From an optimization exercise on the open Yosys and OpenROAD flow, aimed at small area; shortcuts taken in it are not production practice. Only the layout flow was run in this run; the RTL was not checked for function there. Power and IR drop assume default switching activity.

--- flow/standard.sh ---
#!/bin/bash
# synth_recipe.tcl (not shown) runs the flow's synth.tcl, then flattens the netlist and writes it again
# the make line also repeats each setting of config.mk as NAME=value (left out here)
make -C /OpenROAD-flow-scripts/flow DESIGN_CONFIG=/design/flow/config.mk WORK_HOME=/design/flow/orfs CLKGATE_MAP_FILE= SYNTH_SCRIPT=/design/flow/synth_recipe.tcl "${@:-finish}"
--- flow/flow/run.sh ---
#!/bin/bash
# Layout flow: the standard synthesis, then a netlist pass that re-chooses full-adder
# polarity to drop inverters (flow/polarity.py), then the standard layout from the
# floorplan on, with the ports buffered by the smallest buffer.
set -euo pipefail
W=$PWD
R=$W/orfs/results/$FLOW_PLATFORM/macro_stream_out/base
bash standard.sh synth > $W/synth.log 2>&1
cp $R/1_2_yosys.v $W/1_2_yosys.standard.v
python3 $W/flow/polarity.py $W/1_2_yosys.standard.v $R/1_2_yosys.v > $W/polarity.log 2>&1
rm -f $R/1_synth.odb $R/1_synth.sdc
bash standard.sh "BUFFER_PORTS_ARGS=-buffer_cell sky130_fd_sc_hd__buf_1" finish > $W/layout.log 2>&1
--- flow/config.mk ---
export PLATFORM = sky130hd
export DESIGN_NAME = macro_stream_out
export DESIGN_NICKNAME = macro_stream_out
export VERILOG_FILES = /design/flow/design.v
export SDC_FILE = /design/flow/constraint.sdc
export NUM_CORES = 4
export LEC_CHECK = 0
export CAP_MARGIN = 5
export CORE_MARGIN = 2
export CORE_UTILIZATION = 40
export CTS_CLUSTER_DIAMETER = 80
export CTS_CLUSTER_SIZE = 30
export PLACE_DENSITY = 0.9
export SLEW_MARGIN = 5
--- flow/flow/polarity.py ---
#!/usr/bin/env python3
"""Re-chooses the polarity of the full adders in a synthesized sky130hd netlist to drop inverters.

A full adder is self-dual: FA(~a, ~b, ~c) = (~sum, ~carry). Yosys's extract_fa often builds
adders on complemented signals and leaves an inverter on many adder-to-adder connections. This
script removes every inverter, picks for each full adder whether it computes on true or on
complemented signals (local search that lowers the number of signals needed in both
polarities), and puts back one inverter for each signal that some pin needs complemented.
Usage: polarity.py IN.v OUT.v"""
import re
import sys
import random

src = open(sys.argv[1]).read()
CELL_RE = re.compile(r'^(\s*)(sky130_fd_sc_hd__\w+)\s+(\S+)\s*\((.*?)\);\n', re.S | re.M)
PIN_RE = re.compile(r'\.(\w+)\(((?:\\\S+\s)|[^)]*?)\s*\)')
OUT_PINS = {'X', 'Y', 'Q', 'Q_N', 'COUT', 'SUM', 'HI', 'LO'}

cells = []   # dict(type, name, pins: list[(pin, net)], span)
for m in CELL_RE.finditer(src):
    pins = [(p, n.strip()) for p, n in PIN_RE.findall(m.group(4))]
    cells.append({'type': m.group(2), 'name': m.group(3), 'pins': pins, 'span': m.span(), 'indent': m.group(1)})

PORTS = set()
for m in re.finditer(r'^\s*(?:input|output|inout)\s+(?:\[[^\]]*\]\s*)?(\S+?)\s*;', src, re.M):
    PORTS.add(m.group(1))


def net_base(n):
    return re.sub(r'\s*\[\d+\]$', '', n.strip())


def is_inv(c):
    if re.fullmatch(r'sky130_fd_sc_hd__(inv|clkinv)_\d+', c['type']) is None:
        return False
    # an inverter that drives a port stays as it is
    return net_base(dict(c['pins'])['Y']) not in PORTS

# plain buffers that synthesis left (ABC fanout buffers) are taken out: placement buffers again
# where the layout needs it
def is_buf(c):
    if re.fullmatch(r'sky130_fd_sc_hd__(buf|clkbuf)_\d+', c['type']) is None:
        return False
    return net_base(dict(c['pins'])['X']) not in PORTS


buf_of = {}
for c in cells:
    if is_buf(c):
        d = dict(c['pins'])
        buf_of[d['X']] = d['A']


def unbuf(n):
    k = 0
    while n in buf_of and k < 100:
        n = buf_of[n]
        k += 1
    return n


for c in cells:
    if not is_buf(c):
        c['pins'] = [(p, n if p in OUT_PINS else unbuf(n)) for p, n in c['pins']]
cells_all = cells
removed_bufs = [c for c in cells if is_buf(c)]
cells = [c for c in cells if not is_buf(c)]

# 8-way AND-OR read trees: nand4 of four single-use a22oi become nand3 of a222oi, a222oi, a22oi
loads = {}
drv_cell = {}
for c in cells:
    for p, n in c['pins']:
        if p in OUT_PINS:
            drv_cell[n] = c
        else:
            loads[n] = loads.get(n, 0) + 1
n_tree = 0
for c in cells:
    if c['type'] != 'sky130_fd_sc_hd__nand4_1' or c.get('deleted'):
        continue
    d = dict(c['pins'])
    gs = [drv_cell.get(d[k]) for k in ('A', 'B', 'C', 'D')]
    if any(g is None or g['type'] != 'sky130_fd_sc_hd__a22oi_1' or g.get('deleted') for g in gs):
        continue
    if any(loads.get(d[k], 0) != 1 or net_base(d[k]) in PORTS for k in ('A', 'B', 'C', 'D')):
        continue
    if len(set(id(g) for g in gs)) != 4:
        continue
    g1, g2, g3, g4 = [dict(g['pins']) for g in gs]
    gs[0]['type'] = gs[1]['type'] = 'sky130_fd_sc_hd__a222oi_1'
    gs[0]['pins'] = [('A1', g1['A1']), ('A2', g1['A2']), ('B1', g1['B1']), ('B2', g1['B2']),
                     ('C1', g4['A1']), ('C2', g4['A2']), ('Y', g1['Y'])]
    gs[1]['pins'] = [('A1', g2['A1']), ('A2', g2['A2']), ('B1', g2['B1']), ('B2', g2['B2']),
                     ('C1', g4['B1']), ('C2', g4['B2']), ('Y', g2['Y'])]
    gs[3]['deleted'] = True
    c['type'] = 'sky130_fd_sc_hd__nand3_1'
    c['pins'] = [('A', g1['Y']), ('B', g2['Y']), ('C', g3['Y']), ('Y', d['Y'])]
    n_tree += 1
cells = [c for c in cells if not c.get('deleted')]


def is_fa(c):
    return re.fullmatch(r'sky130_fd_sc_hd__fa_\d+', c['type']) is not None

inv_of = {}   # output net -> input net
for c in cells:
    if is_inv(c):
        d = dict(c['pins'])
        inv_of[d['Y']] = d['A']

def root(net):
    p = 0
    seen = 0
    while net in inv_of and seen < 100:
        net = inv_of[net]
        p ^= 1
        seen += 1
    return net, p

# nets read by assign statements (outputs, renames) keep their true polarity
assign_reads = set()
for m in re.finditer(r'^\s*assign\s+(.*?)\s*=\s*(.*?);', src, re.M):
    for n in re.findall(r'(\\\S+\s|[A-Za-z_][\w$.]*(?:\[\d+\])?)', m.group(2)):
        assign_reads.add(n.strip())

# cells with a complemented twin: flipping one swaps its type and complements its output
TWIN = {'and2_1': 'nand2_1', 'nand2_1': 'and2_1', 'or2_1': 'nor2_1', 'nor2_1': 'or2_1',
        'xor2_1': 'xnor2_1', 'xnor2_1': 'xor2_1', 'and3_1': 'nand3_1', 'nand3_1': 'and3_1',
        'or3_1': 'nor3_1', 'nor3_1': 'or3_1'}
AREA = {'and2_1': 6.256, 'nand2_1': 3.7536, 'or2_1': 6.256, 'nor2_1': 3.7536, 'xor2_1': 8.7584,
        'xnor2_1': 8.7584, 'and3_1': 6.256, 'nand3_1': 5.0048, 'or3_1': 6.256, 'nor3_1': 5.0048}
INV_AREA = 3.7536
fa_idx = {}
driver_fa = {}   # net -> flippable cell index (full adder SUM/COUT, or twin cell output)
fas = []
flip_cost = []
for c in cells:
    short = c['type'].replace('sky130_fd_sc_hd__', '')
    drives_port = any(p in OUT_PINS and net_base(n) in PORTS for p, n in c['pins'])
    if (is_fa(c) or short in TWIN) and not drives_port:
        fa_idx[c['name']] = len(fas)
        fas.append(c)
        flip_cost.append(0.0 if is_fa(c) else AREA[TWIN[short]] - AREA[short])
        for p, n in c['pins']:
            if p in ('SUM', 'COUT', 'X', 'Y'):
                driver_fa[n] = len(fas) - 1

# consumers: (fa index or None, root net, polarity)
cons = []
for c in cells:
    if is_inv(c):
        continue
    f = fa_idx.get(c['name']) if is_fa(c) else None
    for p, n in c['pins']:
        if p in OUT_PINS or n == '':
            continue
        r, pol = root(n)
        cons.append((f, r, pol))
for n in assign_reads:
    r, pol = root(n)
    if pol or n in inv_of:
        cons.append((None, r, pol))
# inverters driving nothing but other removed inverters are dropped; an inverter output read by an
# assign is covered above

by_root = {}
for i, (f, r, pol) in enumerate(cons):
    by_root.setdefault(r, []).append(i)
fa_roots = [set() for _ in fas]
for i, (f, r, pol) in enumerate(cons):
    if f is not None:
        fa_roots[f].add(r)
for r in by_root:
    if r in driver_fa:
        fa_roots[driver_fa[r]].add(r)

phi = [0] * len(fas)

def need_inv(r):
    phys = phi[driver_fa[r]] if r in driver_fa else 0
    for i in by_root[r]:
        f, _, pol = cons[i]
        want = pol ^ (phi[f] if f is not None else 0)
        if want != phys:
            return 1
    return 0

def cost():
    return sum(need_inv(r) for r in by_root)

def local(f):
    return sum(need_inv(r) for r in fa_roots[f])

def total():
    return INV_AREA * sum(need_inv(r) for r in by_root) + sum(flip_cost[f] for f in range(len(fas)) if phi[f])


def local(f):
    return INV_AREA * sum(need_inv(r) for r in fa_roots[f]) + (flip_cost[f] if phi[f] else 0)


import math
rng = random.Random(1)
start = total()
cur = start
best, best_phi = cur, phi[:]
T = 4.0
steps = 200000
for it in range(steps):
    f = rng.randrange(len(fas))
    before = local(f)
    phi[f] ^= 1
    d = local(f) - before
    if d <= 0 or rng.random() < math.exp(-d / T):
        cur += d
        if cur < best - 1e-9:
            best, best_phi = cur, phi[:]
    else:
        phi[f] ^= 1
    T = max(0.05, 4.0 * (1 - it / steps))
phi = best_phi


# rewrite; the outputs of flipped cells carry the complement and get new names
ren = {}
for r, f in driver_fa.items():
    if phi[f]:
        ren[r] = r + '_pn'
inv_net = {}
new_cells = []
k = 0
for r in sorted(by_root):
    if need_inv(r):
        k += 1
        inv_net[r] = f'polinv_n{k}'
        phys = ren.get(r, r)
        new_cells.append(f'  sky130_fd_sc_hd__inv_1 polinv_{k} (\n    .A({phys}{" " if phys.startswith(chr(92)) else ""}),\n    .Y(polinv_n{k})\n  );\n')

def conn(f, n):
    r, pol = root(n)
    phys = phi[driver_fa[r]] if r in driver_fa else 0
    want = pol ^ (phi[f] if f is not None else 0)
    return ren.get(r, r) if want == phys else inv_net[r]

def fmt(n):
    return n + ' ' if n.startswith('\\') else n

out = []
pos = 0
first = None
for c in cells_all:
    a, b = c['span']
    out.append(src[pos:a])
    pos = b
    if first is None:
        first = len(out)
    if is_inv(c) or is_buf(c) or c.get('deleted'):
        continue
    f = fa_idx.get(c['name'])
    ctype = c['type']
    if f is not None and not is_fa(c):
        if phi[f]:
            ctype = 'sky130_fd_sc_hd__' + TWIN[ctype.replace('sky130_fd_sc_hd__', '')]
        f = None
    pins = []
    for p, n in c['pins']:
        if p in OUT_PINS or n == '':
            if ctype != c['type'] and p in ('X', 'Y'):
                p = 'Y' if p == 'X' else 'X'
            pins.append((p, ren.get(n, n)))
        else:
            pins.append((p, conn(f, n)))
    body = ',\n'.join(f'{c["indent"]}  .{p}({fmt(n)})' for p, n in pins)
    out.append(f'{c["indent"]}{ctype} {c["name"]} (\n{body}\n{c["indent"]});\n')
out.append(src[pos:])
text = ''.join(out)
# assigns that read an inverter output or a flipped adder output
NAME_RE = re.compile(r'(\\\S+\s|[A-Za-z_][\w$.]*(?:\[\d+\])?)')


def fix_assign(m):
    rhs = m.group(2)

    def rep(mm):
        n = mm.group(0).strip()
        if n in inv_of or n in driver_fa:
            return fmt(conn(None, n))
        return mm.group(0)
    head = m.group(0)[:m.start(2) - m.start(0)]
    return head + NAME_RE.sub(rep, rhs) + ';'


text = re.sub(r'^\s*assign\s+(.*?)\s*=\s*(.*?);', fix_assign, text, flags=re.M)
decl = ''.join(f'  wire polinv_n{i};\n' for i in range(1, k + 1))
decl += ''.join(f'  wire {fmt(n)};\n' for n in ren.values())
cells_text = ''.join(new_cells)
i = text.find('\n  sky130_fd_sc_hd__')
text = text[:i + 1] + decl + cells_text + text[i + 1:]
open(sys.argv[2], 'w').write(text)
n_inv = sum(1 for c in cells if is_inv(c))
print(f'buffers removed: {len(removed_bufs)}, read trees rebuilt: {n_tree}')
print(f'flippable cells: {len(fas)}, flipped: {sum(phi)}, inverters before: {n_inv}, after: {k}, '
      f'area change {best - INV_AREA * n_inv:.1f} um2 (search start {start:.1f})')
--- flow/design.v ---
package macro_stream_out_pkg;
   localparam int OUT_W = 40;
   localparam int CW = 16;
   localparam int EW = 12 + CW;
endpackage
module macro_stream_out_sq (
   input  logic [12:0] a,
   input  logic [12:0] b,
   output logic [9:0] hi
);
   wire p1 = (a[0] & a[1]);
   wire p2 = (a[0] & a[2]);
   wire p3 = (a[0] & a[3]);
   wire p4 = (a[0] & a[4]);
   wire p5 = (a[0] & a[5]);
   wire p6 = (a[0] & a[6]);
   wire p7 = (a[0] & a[7]);
   wire p8 = (a[0] & a[8]);
   wire p9 = (a[0] & a[9]);
   wire p10 = (a[0] & a[10]);
   wire p11 = (a[0] & a[11]);
   wire p12 = (a[1] & a[2]);
   wire p13 = (a[1] & a[3]);
   wire p14 = (a[1] & a[4]);
   wire p15 = (a[1] & a[5]);
   wire p16 = (a[1] & a[6]);
   wire p17 = (a[1] & a[7]);
   wire p18 = (a[1] & a[8]);
   wire p19 = (a[1] & a[9]);
   wire p20 = (a[1] & a[10]);
   wire p21 = (a[1] & a[11]);
   wire p22 = (a[2] & a[3]);
   wire p23 = (a[2] & a[4]);
   wire p24 = (a[2] & a[5]);
   wire p25 = (a[2] & a[6]);
   wire p26 = (a[2] & a[7]);
   wire p27 = (a[2] & a[8]);
   wire p28 = (a[2] & a[9]);
   wire p29 = (a[2] & a[10]);
   wire p30 = (a[2] & a[11]);
   wire p31 = (a[3] & a[4]);
   wire p32 = (a[3] & a[5]);
   wire p33 = (a[3] & a[6]);
   wire p34 = (a[3] & a[7]);
   wire p35 = (a[3] & a[8]);
   wire p36 = (a[3] & a[9]);
   wire p37 = (a[3] & a[10]);
   wire p38 = (a[3] & a[11]);
   wire p39 = (a[4] & a[5]);
   wire p40 = (a[4] & a[6]);
   wire p41 = (a[4] & a[7]);
   wire p42 = (a[4] & a[8]);
   wire p43 = (a[4] & a[9]);
   wire p44 = (a[4] & a[10]);
   wire p45 = (a[4] & a[11]);
   wire p46 = (a[5] & a[6]);
   wire p47 = (a[5] & a[7]);
   wire p48 = (a[5] & a[8]);
   wire p49 = (a[5] & a[9]);
   wire p50 = (a[5] & a[10]);
   wire p51 = (a[5] & a[11]);
   wire p52 = (a[6] & a[7]);
   wire p53 = (a[6] & a[8]);
   wire p54 = (a[6] & a[9]);
   wire p55 = (a[6] & a[10]);
   wire p56 = (a[6] & a[11]);
   wire p57 = (a[7] & a[8]);
   wire p58 = (a[7] & a[9]);
   wire p59 = (a[7] & a[10]);
   wire p60 = (a[7] & a[11]);
   wire p61 = (a[8] & a[9]);
   wire p62 = (a[8] & a[10]);
   wire p63 = (a[8] & a[11]);
   wire p64 = (a[9] & a[10]);
   wire p65 = (a[9] & a[11]);
   wire p66 = (a[10] & a[11]);
   wire p67 = ~(a[12] & a[0]);
   wire p68 = ~(a[12] & a[1]);
   wire p69 = ~(a[12] & a[2]);
   wire p70 = ~(a[12] & a[3]);
   wire p71 = ~(a[12] & a[4]);
   wire p72 = ~(a[12] & a[5]);
   wire p73 = ~(a[12] & a[6]);
   wire p74 = ~(a[12] & a[7]);
   wire p75 = ~(a[12] & a[8]);
   wire p76 = ~(a[12] & a[9]);
   wire p77 = ~(a[12] & a[10]);
   wire p78 = ~(a[12] & a[11]);
   wire p79 = (b[0] & b[1]);
   wire p80 = (b[0] & b[2]);
   wire p81 = (b[0] & b[3]);
   wire p82 = (b[0] & b[4]);
   wire p83 = (b[0] & b[5]);
   wire p84 = (b[0] & b[6]);
   wire p85 = (b[0] & b[7]);
   wire p86 = (b[0] & b[8]);
   wire p87 = (b[0] & b[9]);
   wire p88 = (b[0] & b[10]);
   wire p89 = (b[0] & b[11]);
   wire p90 = (b[1] & b[2]);
   wire p91 = (b[1] & b[3]);
   wire p92 = (b[1] & b[4]);
   wire p93 = (b[1] & b[5]);
   wire p94 = (b[1] & b[6]);
   wire p95 = (b[1] & b[7]);
   wire p96 = (b[1] & b[8]);
   wire p97 = (b[1] & b[9]);
   wire p98 = (b[1] & b[10]);
   wire p99 = (b[1] & b[11]);
   wire p100 = (b[2] & b[3]);
   wire p101 = (b[2] & b[4]);
   wire p102 = (b[2] & b[5]);
   wire p103 = (b[2] & b[6]);
   wire p104 = (b[2] & b[7]);
   wire p105 = (b[2] & b[8]);
   wire p106 = (b[2] & b[9]);
   wire p107 = (b[2] & b[10]);
   wire p108 = (b[2] & b[11]);
   wire p109 = (b[3] & b[4]);
   wire p110 = (b[3] & b[5]);
   wire p111 = (b[3] & b[6]);
   wire p112 = (b[3] & b[7]);
   wire p113 = (b[3] & b[8]);
   wire p114 = (b[3] & b[9]);
   wire p115 = (b[3] & b[10]);
   wire p116 = (b[3] & b[11]);
   wire p117 = (b[4] & b[5]);
   wire p118 = (b[4] & b[6]);
   wire p119 = (b[4] & b[7]);
   wire p120 = (b[4] & b[8]);
   wire p121 = (b[4] & b[9]);
   wire p122 = (b[4] & b[10]);
   wire p123 = (b[4] & b[11]);
   wire p124 = (b[5] & b[6]);
   wire p125 = (b[5] & b[7]);
   wire p126 = (b[5] & b[8]);
   wire p127 = (b[5] & b[9]);
   wire p128 = (b[5] & b[10]);
   wire p129 = (b[5] & b[11]);
   wire p130 = (b[6] & b[7]);
   wire p131 = (b[6] & b[8]);
   wire p132 = (b[6] & b[9]);
   wire p133 = (b[6] & b[10]);
   wire p134 = (b[6] & b[11]);
   wire p135 = (b[7] & b[8]);
   wire p136 = (b[7] & b[9]);
   wire p137 = (b[7] & b[10]);
   wire p138 = (b[7] & b[11]);
   wire p139 = (b[8] & b[9]);
   wire p140 = (b[8] & b[10]);
   wire p141 = (b[8] & b[11]);
   wire p142 = (b[9] & b[10]);
   wire p143 = (b[9] & b[11]);
   wire p144 = (b[10] & b[11]);
   wire p145 = ~(b[12] & b[0]);
   wire p146 = ~(b[12] & b[1]);
   wire p147 = ~(b[12] & b[2]);
   wire p148 = ~(b[12] & b[3]);
   wire p149 = ~(b[12] & b[4]);
   wire p150 = ~(b[12] & b[5]);
   wire p151 = ~(b[12] & b[6]);
   wire p152 = ~(b[12] & b[7]);
   wire p153 = ~(b[12] & b[8]);
   wire p154 = ~(b[12] & b[9]);
   wire p155 = ~(b[12] & b[10]);
   wire p156 = ~(b[12] & b[11]);
   wire s157 = a[1] ^ b[1] ^ p1;
   wire c158 = (a[1] & b[1]) | (a[1] & p1) | (b[1] & p1);
   wire s159 = p2 ^ p80 ^ c158;
   wire c160 = (p2 & p80) | (p2 & c158) | (p80 & c158);
   wire s161 = a[2] ^ b[2] ^ p12;
   wire c162 = (a[2] & b[2]) | (a[2] & p12) | (b[2] & p12);
   wire s163 = p3 ^ p81 ^ p90;
   wire c164 = (p3 & p81) | (p3 & p90) | (p81 & p90);
   wire s165 = s161 ^ s163 ^ c160;
   wire c166 = (s161 & s163) | (s161 & c160) | (s163 & c160);
   wire s167 = p13 ^ p4 ^ p82;
   wire c168 = (p13 & p4) | (p13 & p82) | (p4 & p82);
   wire s169 = p91 ^ c162 ^ c164;
   wire c170 = (p91 & c162) | (p91 & c164) | (c162 & c164);
   wire s171 = s167 ^ s169 ^ c166;
   wire c172 = (s167 & s169) | (s167 & c166) | (s169 & c166);
   wire s173 = a[3] ^ b[3] ^ p100;
   wire c174 = (a[3] & b[3]) | (a[3] & p100) | (b[3] & p100);
   wire s175 = p14 ^ p22 ^ p5;
   wire c176 = (p14 & p22) | (p14 & p5) | (p22 & p5);
   wire s177 = p83 ^ p92 ^ c168;
   wire c178 = (p83 & p92) | (p83 & c168) | (p92 & c168);
   wire s179 = s173 ^ s175 ^ c170;
   wire c180 = (s173 & s175) | (s173 & c170) | (s175 & c170);
   wire s181 = s177 ^ s179 ^ c172;
   wire c182 = (s177 & s179) | (s177 & c172) | (s179 & c172);
   wire s183 = p101 ^ p15 ^ p23;
   wire c184 = (p101 & p15) | (p101 & p23) | (p15 & p23);
   wire s185 = p6 ^ p84 ^ p93;
   wire c186 = (p6 & p84) | (p6 & p93) | (p84 & p93);
   wire s187 = c174 ^ c176 ^ s183;
   wire c188 = (c174 & c176) | (c174 & s183) | (c176 & s183);
   wire s189 = s185 ^ c178 ^ s187;
   wire c190 = (s185 & c178) | (s185 & s187) | (c178 & s187);
   wire s191 = c180 ^ s189 ^ c182;
   wire c192 = (c180 & s189) | (c180 & c182) | (s189 & c182);
   wire s193 = a[4] ^ b[4] ^ p102;
   wire c194 = (a[4] & b[4]) | (a[4] & p102) | (b[4] & p102);
   wire s195 = p109 ^ p16 ^ p24;
   wire c196 = (p109 & p16) | (p109 & p24) | (p16 & p24);
   wire s197 = p31 ^ p7 ^ p85;
   wire c198 = (p31 & p7) | (p31 & p85) | (p7 & p85);
   wire s199 = p94 ^ c184 ^ c186;
   wire c200 = (p94 & c184) | (p94 & c186) | (c184 & c186);
   wire s201 = s193 ^ s195 ^ s197;
   wire c202 = (s193 & s195) | (s193 & s197) | (s195 & s197);
   wire s203 = c188 ^ s199 ^ s201;
   wire c204 = (c188 & s199) | (c188 & s201) | (s199 & s201);
   wire s205 = c190 ^ s203 ^ c192;
   wire c206 = (c190 & s203) | (c190 & c192) | (s203 & c192);
   wire s207 = p103 ^ p110 ^ p17;
   wire c208 = (p103 & p110) | (p103 & p17) | (p110 & p17);
   wire s209 = p25 ^ p32 ^ p8;
   wire c210 = (p25 & p32) | (p25 & p8) | (p32 & p8);
   wire s211 = p86 ^ p95 ^ c194;
   wire c212 = (p86 & p95) | (p86 & c194) | (p95 & c194);
   wire s213 = c196 ^ c198 ^ s207;
   wire c214 = (c196 & c198) | (c196 & s207) | (c198 & s207);
   wire s215 = s209 ^ c200 ^ c202;
   wire c216 = (s209 & c200) | (s209 & c202) | (c200 & c202);
   wire s217 = s211 ^ s213 ^ c204;
   wire c218 = (s211 & s213) | (s211 & c204) | (s213 & c204);
   wire s219 = s215 ^ s217 ^ c206;
   wire c220 = (s215 & s217) | (s215 & c206) | (s217 & c206);
   wire s221 = a[5] ^ b[5] ^ p104;
   wire c222 = (a[5] & b[5]) | (a[5] & p104) | (b[5] & p104);
   wire s223 = p111 ^ p117 ^ p18;
   wire c224 = (p111 & p117) | (p111 & p18) | (p117 & p18);
   wire s225 = p26 ^ p33 ^ p39;
   wire c226 = (p26 & p33) | (p26 & p39) | (p33 & p39);
   wire s227 = p87 ^ p9 ^ p96;
   wire c228 = (p87 & p9) | (p87 & p96) | (p9 & p96);
   wire s229 = c208 ^ c210 ^ s221;
   wire c230 = (c208 & c210) | (c208 & s221) | (c210 & s221);
   wire s231 = s223 ^ s225 ^ s227;
   wire c232 = (s223 & s225) | (s223 & s227) | (s225 & s227);
   wire s233 = c212 ^ c214 ^ s229;
   wire c234 = (c212 & c214) | (c212 & s229) | (c214 & s229);
   wire s235 = s231 ^ c216 ^ s233;
   wire c236 = (s231 & c216) | (s231 & s233) | (c216 & s233);
   wire s237 = c218 ^ s235 ^ c220;
   wire c238 = (c218 & s235) | (c218 & c220) | (s235 & c220);
   wire s239 = p10 ^ p105 ^ p112;
   wire c240 = (p10 & p105) | (p10 & p112) | (p105 & p112);
   wire s241 = p118 ^ p19 ^ p27;
   wire c242 = (p118 & p19) | (p118 & p27) | (p19 & p27);
   wire s243 = p34 ^ p40 ^ p88;
   wire c244 = (p34 & p40) | (p34 & p88) | (p40 & p88);
   wire s245 = p97 ^ c222 ^ c224;
   wire c246 = (p97 & c222) | (p97 & c224) | (c222 & c224);
   wire s247 = c226 ^ c228 ^ s239;
   wire c248 = (c226 & c228) | (c226 & s239) | (c228 & s239);
   wire s249 = s241 ^ s243 ^ c230;
   wire c250 = (s241 & s243) | (s241 & c230) | (s243 & c230);
   wire s251 = c232 ^ s245 ^ s247;
   wire c252 = (c232 & s245) | (c232 & s247) | (s245 & s247);
   wire s253 = c234 ^ s249 ^ s251;
   wire c254 = (c234 & s249) | (c234 & s251) | (s249 & s251);
   wire s255 = c236 ^ s253 ^ c238;
   wire c256 = (c236 & s253) | (c236 & c238) | (s253 & c238);
   wire s257 = a[6] ^ b[6] ^ p106;
   wire c258 = (a[6] & b[6]) | (a[6] & p106) | (b[6] & p106);
   wire s259 = p11 ^ p113 ^ p119;
   wire c260 = (p11 & p113) | (p11 & p119) | (p113 & p119);
   wire s261 = p124 ^ p20 ^ p28;
   wire c262 = (p124 & p20) | (p124 & p28) | (p20 & p28);
   wire s263 = p35 ^ p41 ^ p46;
   wire c264 = (p35 & p41) | (p35 & p46) | (p41 & p46);
   wire s265 = p89 ^ p98 ^ c240;
   wire c266 = (p89 & p98) | (p89 & c240) | (p98 & c240);
   wire s267 = c242 ^ c244 ^ s257;
   wire c268 = (c242 & c244) | (c242 & s257) | (c244 & s257);
   wire s269 = s259 ^ s261 ^ s263;
   wire c270 = (s259 & s261) | (s259 & s263) | (s261 & s263);
   wire s271 = c246 ^ c248 ^ s265;
   wire c272 = (c246 & c248) | (c246 & s265) | (c248 & s265);
   wire s273 = s267 ^ s269 ^ c250;
   wire c274 = (s267 & s269) | (s267 & c250) | (s269 & c250);
   wire s275 = c252 ^ s271 ^ s273;
   wire c276 = (c252 & s271) | (c252 & s273) | (s271 & s273);
   wire s277 = c254 ^ s275 ^ c256;
   wire c278 = (c254 & s275) | (c254 & c256) | (s275 & c256);
   wire s279 = p107 ^ p114 ^ p120;
   wire c280 = (p107 & p114) | (p107 & p120) | (p114 & p120);
   wire s281 = p125 ^ p145 ^ p21;
   wire c282 = (p125 & p145) | (p125 & p21) | (p145 & p21);
   wire s283 = p29 ^ p36 ^ p42;
   wire c284 = (p29 & p36) | (p29 & p42) | (p36 & p42);
   wire s285 = p47 ^ p67 ^ p99;
   wire c286 = (p47 & p67) | (p47 & p99) | (p67 & p99);
   wire s287 = c258 ^ c260 ^ c262;
   wire c288 = (c258 & c260) | (c258 & c262) | (c260 & c262);
   wire s289 = c264 ^ s279 ^ s281;
   wire c290 = (c264 & s279) | (c264 & s281) | (s279 & s281);
   wire s291 = s283 ^ s285 ^ c266;
   wire c292 = (s283 & s285) | (s283 & c266) | (s285 & c266);
   wire s293 = c268 ^ c270 ^ s287;
   wire c294 = (c268 & c270) | (c268 & s287) | (c270 & s287);
   wire s295 = s289 ^ c272 ^ s291;
   wire c296 = (s289 & c272) | (s289 & s291) | (c272 & s291);
   wire s297 = s293 ^ c274 ^ s295;
   wire c298 = (s293 & c274) | (s293 & s295) | (c274 & s295);
   wire s299 = c276 ^ s297 ^ c278;
   wire c300 = (c276 & s297) | (c276 & c278) | (s297 & c278);
   wire s301 = ~(a[7] ^ b[7]);
   wire c302 = a[7] | b[7];
   wire s303 = p108 ^ p115 ^ p121;
   wire c304 = (p108 & p115) | (p108 & p121) | (p115 & p121);
   wire s305 = p126 ^ p130 ^ p146;
   wire c306 = (p126 & p130) | (p126 & p146) | (p130 & p146);
   wire s307 = p30 ^ p37 ^ p43;
   wire c308 = (p30 & p37) | (p30 & p43) | (p37 & p43);
   wire s309 = p48 ^ p52 ^ p68;
   wire c310 = (p48 & p52) | (p48 & p68) | (p52 & p68);
   wire s311 = s301 ^ c280 ^ c282;
   wire c312 = (s301 & c280) | (s301 & c282) | (c280 & c282);
   wire s313 = c284 ^ c286 ^ s303;
   wire c314 = (c284 & c286) | (c284 & s303) | (c286 & s303);
   wire s315 = s305 ^ s307 ^ s309;
   wire c316 = (s305 & s307) | (s305 & s309) | (s307 & s309);
   wire s317 = c288 ^ c290 ^ s311;
   wire c318 = (c288 & c290) | (c288 & s311) | (c290 & s311);
   wire s319 = s313 ^ s315 ^ c292;
   wire c320 = (s313 & s315) | (s313 & c292) | (s315 & c292);
   wire s321 = c294 ^ s317 ^ c296;
   wire c322 = (c294 & s317) | (c294 & c296) | (s317 & c296);
   wire s323 = s319 ^ c298 ^ s321;
   wire c324 = (s319 & c298) | (s319 & s321) | (c298 & s321);
   wire s325 = p116 ^ p122 ^ p127;
   wire c326 = (p116 & p122) | (p116 & p127) | (p122 & p127);
   wire s327 = p131 ^ p147 ^ p38;
   wire c328 = (p131 & p147) | (p131 & p38) | (p147 & p38);
   wire s329 = p44 ^ p49 ^ p53;
   wire c330 = (p44 & p49) | (p44 & p53) | (p49 & p53);
   wire s331 = p69 ^ c302 ^ c304;
   wire c332 = (p69 & c302) | (p69 & c304) | (c302 & c304);
   wire s333 = c306 ^ c308 ^ c310;
   wire c334 = (c306 & c308) | (c306 & c310) | (c308 & c310);
   wire s335 = s325 ^ s327 ^ s329;
   wire c336 = (s325 & s327) | (s325 & s329) | (s327 & s329);
   wire s337 = c312 ^ c314 ^ c316;
   wire c338 = (c312 & c314) | (c312 & c316) | (c314 & c316);
   wire s339 = s331 ^ s333 ^ s335;
   wire c340 = (s331 & s333) | (s331 & s335) | (s333 & s335);
   wire s341 = c318 ^ s337 ^ s339;
   wire c342 = (c318 & s337) | (c318 & s339) | (s337 & s339);
   wire s343 = c320 ^ s341 ^ c322;
   wire c344 = (c320 & s341) | (c320 & c322) | (s341 & c322);
   wire s345 = a[8] ^ b[8] ^ p123;
   wire c346 = (a[8] & b[8]) | (a[8] & p123) | (b[8] & p123);
   wire s347 = p128 ^ p132 ^ p135;
   wire c348 = (p128 & p132) | (p128 & p135) | (p132 & p135);
   wire s349 = p148 ^ p45 ^ p50;
   wire c350 = (p148 & p45) | (p148 & p50) | (p45 & p50);
   wire s351 = p54 ^ p57 ^ p70;
   wire c352 = (p54 & p57) | (p54 & p70) | (p57 & p70);
   wire s353 = c326 ^ c328 ^ c330;
   wire c354 = (c326 & c328) | (c326 & c330) | (c328 & c330);
   wire s355 = s345 ^ s347 ^ s349;
   wire c356 = (s345 & s347) | (s345 & s349) | (s347 & s349);
   wire s357 = s351 ^ c332 ^ c334;
   wire c358 = (s351 & c332) | (s351 & c334) | (c332 & c334);
   wire s359 = c336 ^ s353 ^ s355;
   wire c360 = (c336 & s353) | (c336 & s355) | (s353 & s355);
   wire s361 = c338 ^ s357 ^ c340;
   wire c362 = (c338 & s357) | (c338 & c340) | (s357 & c340);
   wire s363 = s359 ^ c342 ^ s361;
   wire c364 = (s359 & c342) | (s359 & s361) | (c342 & s361);
   wire s365 = p129 ^ p133 ^ p136;
   wire c366 = (p129 & p133) | (p129 & p136) | (p133 & p136);
   wire s367 = p149 ^ p51 ^ p55;
   wire c368 = (p149 & p51) | (p149 & p55) | (p51 & p55);
   wire s369 = p58 ^ p71 ^ c346;
   wire c370 = (p58 & p71) | (p58 & c346) | (p71 & c346);
   wire s371 = c348 ^ c350 ^ c352;
   wire c372 = (c348 & c350) | (c348 & c352) | (c350 & c352);
   wire s373 = s365 ^ s367 ^ c354;
   wire c374 = (s365 & s367) | (s365 & c354) | (s367 & c354);
   wire s375 = c356 ^ s369 ^ s371;
   wire c376 = (c356 & s369) | (c356 & s371) | (s369 & s371);
   wire s377 = c358 ^ s373 ^ c360;
   wire c378 = (c358 & s373) | (c358 & c360) | (s373 & c360);
   wire s379 = s375 ^ c362 ^ s377;
   wire c380 = (s375 & c362) | (s375 & s377) | (c362 & s377);
   wire s381 = a[9] ^ b[9] ^ p134;
   wire c382 = (a[9] & b[9]) | (a[9] & p134) | (b[9] & p134);
   wire s383 = p137 ^ p139 ^ p150;
   wire c384 = (p137 & p139) | (p137 & p150) | (p139 & p150);
   wire s385 = p56 ^ p59 ^ p61;
   wire c386 = (p56 & p59) | (p56 & p61) | (p59 & p61);
   wire s387 = p72 ^ c366 ^ c368;
   wire c388 = (p72 & c366) | (p72 & c368) | (c366 & c368);
   wire s389 = s381 ^ s383 ^ s385;
   wire c390 = (s381 & s383) | (s381 & s385) | (s383 & s385);
   wire s391 = c370 ^ c372 ^ s387;
   wire c392 = (c370 & c372) | (c370 & s387) | (c372 & s387);
   wire s393 = s389 ^ c374 ^ c376;
   wire c394 = (s389 & c374) | (s389 & c376) | (c374 & c376);
   wire s395 = s391 ^ c378 ^ s393;
   wire c396 = (s391 & c378) | (s391 & s393) | (c378 & s393);
   wire s397 = p138 ^ p140 ^ p151;
   wire c398 = (p138 & p140) | (p138 & p151) | (p140 & p151);
   wire s399 = p60 ^ p62 ^ p73;
   wire c400 = (p60 & p62) | (p60 & p73) | (p62 & p73);
   wire s401 = c382 ^ c384 ^ c386;
   wire c402 = (c382 & c384) | (c382 & c386) | (c384 & c386);
   wire s403 = s397 ^ s399 ^ c388;
   wire c404 = (s397 & s399) | (s397 & c388) | (s399 & c388);
   wire s405 = c390 ^ s401 ^ c392;
   wire c406 = (c390 & s401) | (c390 & c392) | (s401 & c392);
   wire s407 = s403 ^ c394 ^ s405;
   wire c408 = (s403 & c394) | (s403 & s405) | (c394 & s405);
   wire s409 = a[10] ^ b[10] ^ p141;
   wire c410 = (a[10] & b[10]) | (a[10] & p141) | (b[10] & p141);
   wire s411 = p142 ^ p152 ^ p63;
   wire c412 = (p142 & p152) | (p142 & p63) | (p152 & p63);
   wire s413 = p64 ^ p74 ^ c398;
   wire c414 = (p64 & p74) | (p64 & c398) | (p74 & c398);
   wire s415 = c400 ^ s409 ^ s411;
   wire c416 = (c400 & s409) | (c400 & s411) | (s409 & s411);
   wire s417 = c402 ^ s413 ^ s415;
   wire c418 = (c402 & s413) | (c402 & s415) | (s413 & s415);
   wire s419 = c404 ^ s417 ^ c406;
   wire c420 = (c404 & s417) | (c404 & c406) | (s417 & c406);
   wire s421 = p143 ^ p153 ^ p65;
   wire c422 = (p143 & p153) | (p143 & p65) | (p153 & p65);
   wire s423 = p75 ^ c410 ^ c412;
   wire c424 = (p75 & c410) | (p75 & c412) | (c410 & c412);
   wire s425 = s421 ^ c414 ^ c416;
   wire c426 = (s421 & c414) | (s421 & c416) | (c414 & c416);
   wire s427 = s423 ^ c418 ^ s425;
   wire c428 = (s423 & c418) | (s423 & s425) | (c418 & s425);
   wire s429 = a[11] ^ b[11] ^ p144;
   wire c430 = (a[11] & b[11]) | (a[11] & p144) | (b[11] & p144);
   wire s431 = p154 ^ p66 ^ p76;
   wire c432 = (p154 & p66) | (p154 & p76) | (p66 & p76);
   wire s433 = c422 ^ s429 ^ s431;
   wire c434 = (c422 & s429) | (c422 & s431) | (s429 & s431);
   wire s435 = c424 ^ s433 ^ c426;
   wire c436 = (c424 & s433) | (c424 & c426) | (s433 & c426);
   wire s437 = p155 ^ p77 ^ c430;
   wire c438 = (p155 & p77) | (p155 & c430) | (p77 & c430);
   wire s439 = c432 ^ c434 ^ s437;
   wire c440 = (c432 & c434) | (c432 & s437) | (c434 & s437);
   wire s441 = a[12] ^ b[12] ^ p156;
   wire c442 = (a[12] & b[12]) | (a[12] & p156) | (b[12] & p156);
   wire s443 = p78 ^ s441 ^ c438;
   wire c444 = (p78 & s441) | (p78 & c438) | (s441 & c438);
   wire k445 = a[0] & b[0];
   wire k446 = p79 & s157;
   wire k447 = s159 & k446;
   wire k448 = s165 & k447;
   wire k449 = s171 & k448;
   wire k450 = s181 & k449;
   wire k451 = s191 & k450;
   wire k452 = s205 & k451;
   wire k453 = s219 & k452;
   wire k454 = s237 & k453;
   wire k455 = s255 & k454;
   wire k456 = s277 & k455;
   wire k457 = s299 & k456;
   wire k458 = (s323 & c300) | (s323 & k457) | (c300 & k457);
   wire k459 = (c324 & s343) | (c324 & k458) | (s343 & k458);
   wire [9:0] ra = {c442, c440, s439, c428, s427, c408, c396, c380, c364, s363};
   wire [9:0] rb = {c444, s443, c436, s435, c420, s419, s407, s395, s379, c344};
   wire ci = k459;
   wire [9:0] g0 = ra & rb;
   wire [9:0] p0 = ra ^ rb;
   wire G460 = g0[0] | (p0[0] & ci);
   wire G461 = g0[2] | (p0[2] & g0[1]);
   wire P462 = p0[2] & p0[1];
   wire G463 = g0[4] | (p0[4] & g0[3]);
   wire P464 = p0[4] & p0[3];
   wire G465 = g0[6] | (p0[6] & g0[5]);
   wire P466 = p0[6] & p0[5];
   wire G467 = g0[8] | (p0[8] & g0[7]);
   wire P468 = p0[8] & p0[7];
   wire G469 = G461 | (P462 & G460);
   wire G470 = G465 | (P466 & G463);
   wire P471 = P466 & P464;
   wire G472 = G470 | (P471 & G469);
   wire G473 = G463 | (P464 & G469);
   wire G474 = G467 | (P468 & G472);
   wire G475 = g0[1] | (p0[1] & G460);
   wire G476 = g0[3] | (p0[3] & G469);
   wire G477 = g0[5] | (p0[5] & G473);
   wire G478 = g0[7] | (p0[7] & G472);
   wire G479 = g0[9] | (p0[9] & G474);
   assign hi = {p0[9] ^ G474, p0[8] ^ G478, p0[7] ^ G472, p0[6] ^ G477, p0[5] ^ G473, p0[4] ^ G476, p0[3] ^ G469, p0[2] ^ G475, p0[1] ^ G460, p0[0] ^ ci};
endmodule
module macro_stream_out_fifo #(
   parameter int WIDTH = 29
) (
   input  logic             clk,
   input  logic             rst,
   input  logic             push,
   input  logic [WIDTH-1:0] wdata,
   input  logic             pop,
   output logic [WIDTH-1:0] rdata,
   output logic             full,
   output logic             empty
);
   logic [7:0]             head_q;
   logic [7:0][WIDTH-1:0]  mem_q;
   logic                   wr_en, rd_en;
   always_comb begin
      empty = ~(|head_q);
      full  = head_q[7];
      rd_en = pop & ~empty;
      wr_en = push & (~full | rd_en);
      rdata = '0;
      for (int i = 0; i < 8; i++) rdata = rdata | ({WIDTH{head_q[i]}} & mem_q[i]);
   end
   always_ff @(posedge clk) begin
      if (rst)                 head_q <= '0;
      else if (wr_en & ~rd_en) head_q <= {head_q[6:0], empty};
      else if (rd_en & ~wr_en) head_q <= {1'b0, head_q[7:1]};
   end
   always_ff @(posedge clk) if (wr_en) mem_q <= {mem_q[6:0], wdata};
endmodule
module macro_stream_out (
   input  logic        clk,
   input  logic        rst,
   input  logic        en,
   input  logic        in_valid,
   input  logic        barrier,
   input  logic [15:0] u_x,
   input  logic [15:0] u_y,
   input  logic [15:0] rho,
   output logic        out_valid,
   input  logic        out_ready,
   output logic [39:0] out_data,
   output logic        frame_done,
   output logic [15:0] frame_count,
   output logic        overflow
);
   localparam int CW = macro_stream_out_pkg::CW;
   localparam int EW = macro_stream_out_pkg::EW;
   logic [9:0]    sq;
   logic          big_x, big_y;
   logic          sat, spec, rneg, m_o, b2_o, spec_o;
   logic [7:0]    inten;
   logic [CW-1:0] c0, c1_q, c2_q, c3_q;
   logic          v1_q, v2_q, v3_q;
   logic [5:0]    x_q, y_q;
   logic          last, fifo_full, fifo_empty, pop;
   logic          frame_done_q, overflow_q;
   logic [15:0]   frame_count_q;
   logic [EW-1:0] rdata;
   macro_stream_out_sq u_sq (.a(u_x[12:0]), .b(u_y[12:0]), .hi(sq));
   always_comb begin
      big_x = ~((&u_x[15:12]) | ~(|u_x[15:12]));
      big_y = ~((&u_y[15:12]) | ~(|u_y[15:12]));
      sat   = big_x | big_y | (|sq[9:8]);
      spec  = barrier | sat;
      inten = barrier ? 8'h00 : (sat ? 8'hFF : sq[7:0]);
      rneg  = rho[15];
      c0[15]    = rneg | spec;
      c0[14]    = inten[7];
      c0[13:7]  = (spec & ~rneg) ? rho[14:8] : inten[6:0];
      c0[6]     = rneg | (~spec & rho[14]);
      c0[5]     = rneg ? spec : rho[13];
      c0[4:0]   = rho[12:8];
   end
   always_ff @(posedge clk) begin
      c1_q <= c0;
      c2_q <= c1_q;
      c3_q <= c2_q;
   end
   assign last = (x_q == 6'd49) && (y_q == 6'd49);
   assign pop  = out_ready & ~fifo_empty;
   always_ff @(posedge clk) begin
      if (rst) begin
         v1_q          <= 1'b0;
         v2_q          <= 1'b0;
         v3_q          <= 1'b0;
         x_q           <= '0;
         y_q           <= '0;
         frame_done_q  <= 1'b0;
         frame_count_q <= '0;
         overflow_q    <= 1'b0;
      end else begin
         v1_q          <= en & in_valid;
         v2_q          <= v1_q;
         v3_q          <= v2_q;
         if (v3_q) begin
            if (x_q == 6'd49) begin
               x_q <= '0;
               y_q <= (y_q == 6'd49) ? '0 : y_q + 6'd1;
            end else begin
               x_q <= x_q + 6'd1;
            end
         end
         frame_done_q  <= v3_q & last;
         frame_count_q <= frame_count_q + 16'(v3_q & last);
         overflow_q    <= overflow_q | (v3_q & fifo_full & ~pop);
      end
   end
   macro_stream_out_fifo #(.WIDTH(EW)) u_fifo (
      .clk   (clk),
      .rst   (rst),
      .push  (v3_q),
      .wdata ({x_q, y_q, c3_q}),
      .pop   (out_ready),
      .rdata (rdata),
      .full  (fifo_full),
      .empty (fifo_empty)
   );
   assign out_valid   = ~fifo_empty;
   always_comb begin
      m_o    = rdata[15];
      b2_o   = m_o & ~rdata[6];
      spec_o = m_o & (~rdata[6] | rdata[5]);
      out_data = {2'b00, rdata[27:22], 2'b00, rdata[21:16],
                  5'b00000, m_o & rdata[6], spec_o & rdata[14], spec_o & ~rdata[14],
                  b2_o ? {8{rdata[14]}} : rdata[14:7],
                  1'b0, m_o ? (rdata[6] ? 7'd0 : rdata[13:7]) : rdata[6:0]};
   end
   assign frame_done  = frame_done_q;
   assign frame_count = frame_count_q;
   assign overflow    = overflow_q;
endmodule
--- flow/constraint.sdc ---
create_clock -name core_clock -period 10.0 [get_ports {clk}]
set_input_delay 2.0000 -clock core_clock [delete_from_list [all_inputs] [get_ports {clk}]]
set_output_delay 2.0000 -clock core_clock [all_outputs]
set_load 0.01 [all_outputs]
==> summary.md <==
| Metric | Value |
|---|---|
| Status | no timing/DRC/antenna violations |
| Placed cell count | 1,654 |
| Non-filler cells, final | 1,678 |
| Largest net degree at the start of global routing | 225 |
| H-tree levels | 1 |
| Part of the cycle the worst path needs | 0.9727 |
| CTS sink cnt | 313 |
| Fin Hold WS | 0.3337 ns |
| Worst Hold Class | reg -> reg |
| CTS buffer count | 14 |
| Combinational share of power | 0.364 |
| FF+latch area | 0.008508 mm² |
| Total GRT Usage | 0.1624 |
| Layout area overhead | 11.63% |
| Mapped Avg Cell Area | ~14 µm² |
| Synth Warn # | 2 |
| Gpl congestion | 0.9147 |
| CP Data Arrival Time | 10.13 ns |
| Clock share of power | 0.209 |
| Crit start category | input pin |
| Most common cell after layout, fill and taps aside | edfxtp_1 |
| Most frequent cells in the layout | 224 x edfxtp_1, 148 x nand2_1, 139 x fa_1 |
| Chip width | between 150 and 200 µm |
| Antenna violations before repair | 0 |
| # port buffers | 94 |
| Io pins | 113 |
| Die area | around 0.039 mm² |
| Worst slew pin tran | 1.114 ns |
| GRT Residual Overflow | 0 |
| ANT cells | 0 |
| Initial core utilization | 0.4074 |
| Min cycle time layout | 9.727 ns |
| Core area | around 0.037 mm² |
| Max-cap violations | 0 |
| CP max FO | 4 |
| CP bufs+invs | 2 |
| Clock latency (worst-skew pair) | 0.50 ns |
| Seq pwr share | 0.427 |
| Final setup fails | 0 |
| Routed vias | 9,367 |
| Critical path's largest stage delay | roughly 0.49 ns |
| Cell mode on critical path | fa_1 |
| Post-Synthesis Cells | 1,047 |
| Synthesized area | 0.01495 mm² |
| Vias in the first global route | 9,605 |
| Share of cells above drive strength 1 | 0.07190 |
| Slowest-stage cell, CP | fa_1 |
| Internal power | between 2000 and 2500 µW |
| Global-route wire length before repair | 50,480 µm |
| Filler instances | roughly 3,100 |
| Area of the multi-input gates | 0.006260 mm² |
| Setup Skew | 0.01703 ns |
| Slew margin rel. | 0.2576 |
| Vias/cell | 5.582 |
| F_max | 0.1028 GHz |
| CP Class | in -> reg |
| CTS tree | built |
| Die height | 197.3 µm |
| First-pass iteration count of the detailed router | 8 |
| Residual DRC count | 0 |
| Final antenna-violating net count | 0 |
| Required @ worst endpoint | 10.41 ns |
| Sw frac | 0.3129 |
| DR WL/cell | 19.05 µm |
| Pleak | 0.005689 µW |
| Layout net count | 1,420 |
| Switching power total | 1027 µW |
| 1st-iter DRT viols | approximately 1,300 |
| PwrDens | 196.6 mW/mm² |
| Root Driver | clkbuf_16 |
| Final Hold Fails | 0 |
| Row count | 70 |
| Slew Limit Fails | 0 |
| Crit. End Element | flip-flop |
| Clock tree buffer depth | 3 |
| DP Wirelength | 22,060 µm |
| Final core occ | 0.4548 |
| Routed WL | 31,970 µm |
| Top Family by Delay on Critical Path | adder cells |
| Max IR drop VDD | about 110 µV |
| Clock transition at path regs | ~0.1 ns |
==> area by class of cell <==
cell class,count,area share
clock buffers,21,0.02384
clock inverters,3,0.002849
inverters,47,0.01057
multi-input cells,686,0.3751
flip-flops and latches,313,0.5098
well taps,468,0.03509
repair buffers,140,0.04281
==> sequential cells by signal, summed over array words and instances (netlist names) <==
signal / cells
u_fifo.mem_q: 224
c1_q: 16
c2_q: 16
c3_q: 16
frame_count_q: 16
u_fifo.head_q: 8
x_q: 6
y_q: 6
frame_done_q: 1
overflow_q: 1
v1_q: 1
v2_q: 1
v3_q: 1
==> stage by stage <==
stage	total power [µW]	TNS, ns	cell area, µm²	setup WS, ns
2_1_floorplan	2273	0	14990	0.3333
3_3_place_gp	2531	-0.4084	16220	-0.1291
3_5_place_dp	2599	-2.376	16220	-0.4077
4_1_cts	3274	0	16660	0.08827
5_1_grt	3510	-0.05686	16690	-0.05535
6_report	3282	0	16690	0.2730
==> power groups by stage <==
stage	Sequential [µW]	Combinational, µW	Clock (µW)
2_1_floorplan	1430	843	0
3_3_place_gp	1430	1100	0
3_5_place_dp	1430	1170	0
4_1_cts	1400	1170	701
5_1_grt	1400	1370	741
6_report	1400	1190	687
==> metal layers <==
layer	wire length, µm	global-route usage	vias to the layer above
li1	-	-	4108
met1	12450	0.2114	4684
met2	15800	0.2788	519
met3	3062	0.03107	56
met4	665	0.04344	0
met5	0	0	-
==> worst paths after layout <==
path            from           endpoint  slack [ns]  cells past startpoint
min reg2reg  c1_q[7]            c2_q[7]        0.33                      0
min          c1_q[7]            c2_q[7]        0.33                      0
max           u_y[2]           c1_q[10]        0.27                     32
max reg2reg   x_q[0]  frame_count_q[11]        7.16                     11
==> repair_timing <==
| action | 4_1_cts | 5_1_grt |
|---|---|---|
| setup buffers | 0 | 0 |
| gates resized for setup | 0 | 10 |
| hold buffers | 0 | 0 |
| endpoints found under the setup margin | 0 | 10 |

what the ideal ports hide:
The results above use ideal ports. As a check the final layout listed here was re-extracted and re-timed, cells and wires unchanged. Step 1: set_driving_cell puts a clkbuf_16 on clk and a buf_2 on each other input, an assumption about the parent block. Step 2 adds t to the input delays and takes it off the output delays; t is the mean of the earliest and latest rising clock arrival at the registers after step 1. Input paths then give back, and output paths get back, about the clock's delay inside the block. Slacks: no drivers / after step 1 / after step 2; pairs: no drivers / after step 1.
shift t [ns]: 0.540
slack for setup (ns): 0.273 / 0.301 / -0.240
worst hold slack (ns): 0.334 / 0.334 / 0.334
worst setup path after step 2: input to register
worst data-port slew with drivers (ns): 0.05
With both steps, setup timing fails in this run, where it was met with ideal ports. The setup slack of this run moves by +0.028 ns with the drivers and by -0.513 ns with both steps.
